Background: an optimization exercise with open tools, aiming at small area, a short achievable clock period and few clock cycles per item. Do not read the settings as production practice. At most, simulation tests tie the RTL to the original design; equivalence was not proved.

==> wip/maple: inputs <==
## balance_car_motor_drive
module balance_car_motor_drive (
  input  wire logic        clk_i,
  input  wire logic        rst_ni,
  input  wire logic        cfg_we_i,
  input  wire logic [2:0]  cfg_idx_i,
  input  wire logic [14:0] cfg_data_i,
  input  wire logic        s_axis_tvalid_i,
  output logic             s_axis_tready_o,
  input  wire logic [95:0] s_axis_tdata_i,
  output logic             m_axis_tvalid_o,
  input  wire logic        m_axis_tready_i,
  output logic [31:0]      m_axis_tdata_o
);
clock: 12.0 ns
lec_check: 0
cap_margin: 20
core_margin: 2
core_utilization: 40
place_density: 0.6
setup_slack_margin: 5
slew_margin: 20
synth_hierarchical: 1
synth_minimum_keep_size: 0
run.sh (not shown) runs the stock make flow with config.mk's settings and CLKGATE_MAP_FILE= SYNTH_SCRIPT=/design/flow/synth_recipe.tcl, a recipe that flattens the netlist after the stock synthesis.
==> inputs of wip/cedar, as changes to wip/maple <==
CAP_MARGIN = 60   (was 20)
CORE_UTILIZATION = 60   (was 40)
PLACE_DENSITY = 0.75   (was 0.6)
SLEW_MARGIN = 60   (was 20)
==> qor summary <==
Startpoint of the most critical register-to-register path: wip/cedar s3_mpos; wip/maple started_q
Clock buffers: wip/cedar 109; wip/maple 125
Fraction of area in clock buffers and inverters: wip/cedar 3.88%; wip/maple 3.89%
DR iter-0 viols: wip/cedar 4084; wip/maple 3354
Global-route track usage on met2: wip/cedar 48.1%; wip/maple 33.1%
Data-path buffer share of cell area in the final layout: wip/cedar 2.70%; wip/maple 2.31%
Critical Path Slowest Stage Cell: wip/cedar fa_1; wip/maple nand4b_1
Wire length on met3: wip/cedar 11900 µm; wip/maple 10000 µm
Number of tap cells added at floorplan: wip/cedar 1637; wip/maple 2480
Met1 capacity usage during global routing: wip/cedar 40.4%; wip/maple 28.1%
Relative max-transition margin: wip/cedar 58.5%; wip/maple 25.9%
Critical Path AT: wip/cedar 5.58 ns; wip/maple 5.71 ns
Outcome: wip/cedar timing/DRC/antenna clean; wip/maple timing/DRC/antenna clean
Crit-path max cell delay: wip/cedar 0.64 ns; wip/maple 0.66 ns
Fraction of met3 tracks used by global routing: wip/cedar 4.59%; wip/maple 2.62%
Worst-Margin Slew: wip/cedar 0.619 ns; wip/maple 1.11 ns
Testbench counts of wip/maple, summed over its fixed seeds: cycles 3,264, items 3,200.
Testbench counts of wip/cedar, summed over its fixed seeds: cycles 3,264, items 3,200.

==> violet <==
balance_car_motor_drive, a different RTL version from the one above (not shown whole).
// balance_car_motor_drive
module balance_car_motor_drive (
  input  wire logic        clk_i,
  input  wire logic        rst_ni,
  input  wire logic        cfg_we_i,
  input  wire logic [2:0]  cfg_idx_i,
  input  wire logic [14:0] cfg_data_i,
  input  wire logic        s_axis_tvalid_i,
  output logic             s_axis_tready_o,
  input  wire logic [95:0] s_axis_tdata_i,
  output logic             m_axis_tvalid_o,
  input  wire logic        m_axis_tready_i,
  output logic [31:0]      m_axis_tdata_o
);
==> flow/config.mk <==
export PLATFORM = sky130hd
export DESIGN_NAME = balance_car_motor_drive
export DESIGN_NICKNAME = balance_car_motor_drive
export VERILOG_FILES = /design/flow/design.v
export SDC_FILE = /design/flow/constraint.sdc
export NUM_CORES = 4
export LEC_CHECK = 0
export CAP_MARGIN = 20
export CORE_MARGIN = 2
export CORE_UTILIZATION = 65
export PLACE_DENSITY = 0.75
export SETUP_SLACK_MARGIN = 5
export SLEW_MARGIN = 20
export SYNTH_HIERARCHICAL = 1
export SYNTH_MINIMUM_KEEP_SIZE = 0
==> flow/constraint.sdc <==
create_clock -name core_clock -period 12.0 [get_ports {clk_i}]
set_input_delay 2.4000 -clock core_clock [delete_from_list [all_inputs] [get_ports {clk_i}]]
set_output_delay 2.4000 -clock core_clock [all_outputs]
set_load 0.01 [all_outputs]
==> inputs of harbor, as changes to violet <==
Settings changed: CAP_MARGIN 20 to 50, SLEW_MARGIN 20 to 80.
==> run notes <==
| Group | Item | Reported |
|---|---|---|
| outcome | Status | finished clean |
| route | Post-detailed-route via-to-cell ratio | 6.18 |
| critical path | Cell with the largest stage delay on the worst path | or2_0 |
| route | Wire length on met2 | 82300 um |
| finish | Top library cells by usage in the layout, fill and taps aside | fa_1, nand2_1, ha_1 |
| critical path | Arrival time worst endpoint | 6090 ps |
| cts | Cts bufs inserted | 83 |
| route | WL per Instance | 22.2 um |
# the run above: violet

==> run notes <==
| Group | Item | Reported |
|---|---|---|
| outcome | Status | finished clean |
| route | Post-Route M1 WL | 70000 um |
| timing | Top achievable clock speed | 0.184 GHz |
| route | Wire length on met2 | 87300 um |
| critical path | Cell with the largest stage delay on the worst path | fa_1 |
| route | WL per Instance | 22.1 um |
| synth | Synthesized area per cell | 11.3 sq um |
| place | Post-DP Area | 76100 sq um |
| cts | Cts bufs inserted | 82 |
| floorplan | Initial Utilization | 0.653 |
| finish | Top library cells by usage in the layout, fill and taps aside | fa_1, nand2_1, ha_1 |
| synth | Total of flip-flops plus latches after synthesis | 699 |
| critical path | Arrival time worst endpoint | 6040 ps |
| finish | Proportion of cell area occupied by multi-input gates | 0.607 |
# the run above: harbor

No run of this note included a check of the RTL's function; only the layout flow was run.

## static timing again, ports no longer ideal
No port has a modelled driver above. Below, the same layouts with a new extraction and two added sets of constraints.
Step 1 sets driving cells, clkbuf_16 on the clock port and buf_2 on the other inputs (assumed; they add their load-dependent delay and slew).
Step 2 also shifts input and output timing later by t, the mid clock arrival at the registers, as if the neighbouring blocks saw the same clock.
a / b / c = ideal / step 1 / step 2; a / b = the first two.
run	t, ns	slack for setup (ns)	worst setup path after step 2	worst data-port slew with drivers (ns)	pins driven straight from the clock port
wip/maple	0.789	6.898 / 6.898 / 6.898	register to register	0.09	1
wip/cedar	0.768	7.006 / 7.006 / 7.006	register to register	0.08	1
violet	0.744	6.469 / 6.469 / 6.469	register to register	0.10	1
harbor	0.730	6.562 / 6.562 / 6.562	register to register	0.09	1
After both steps every run listed still meets setup and hold.
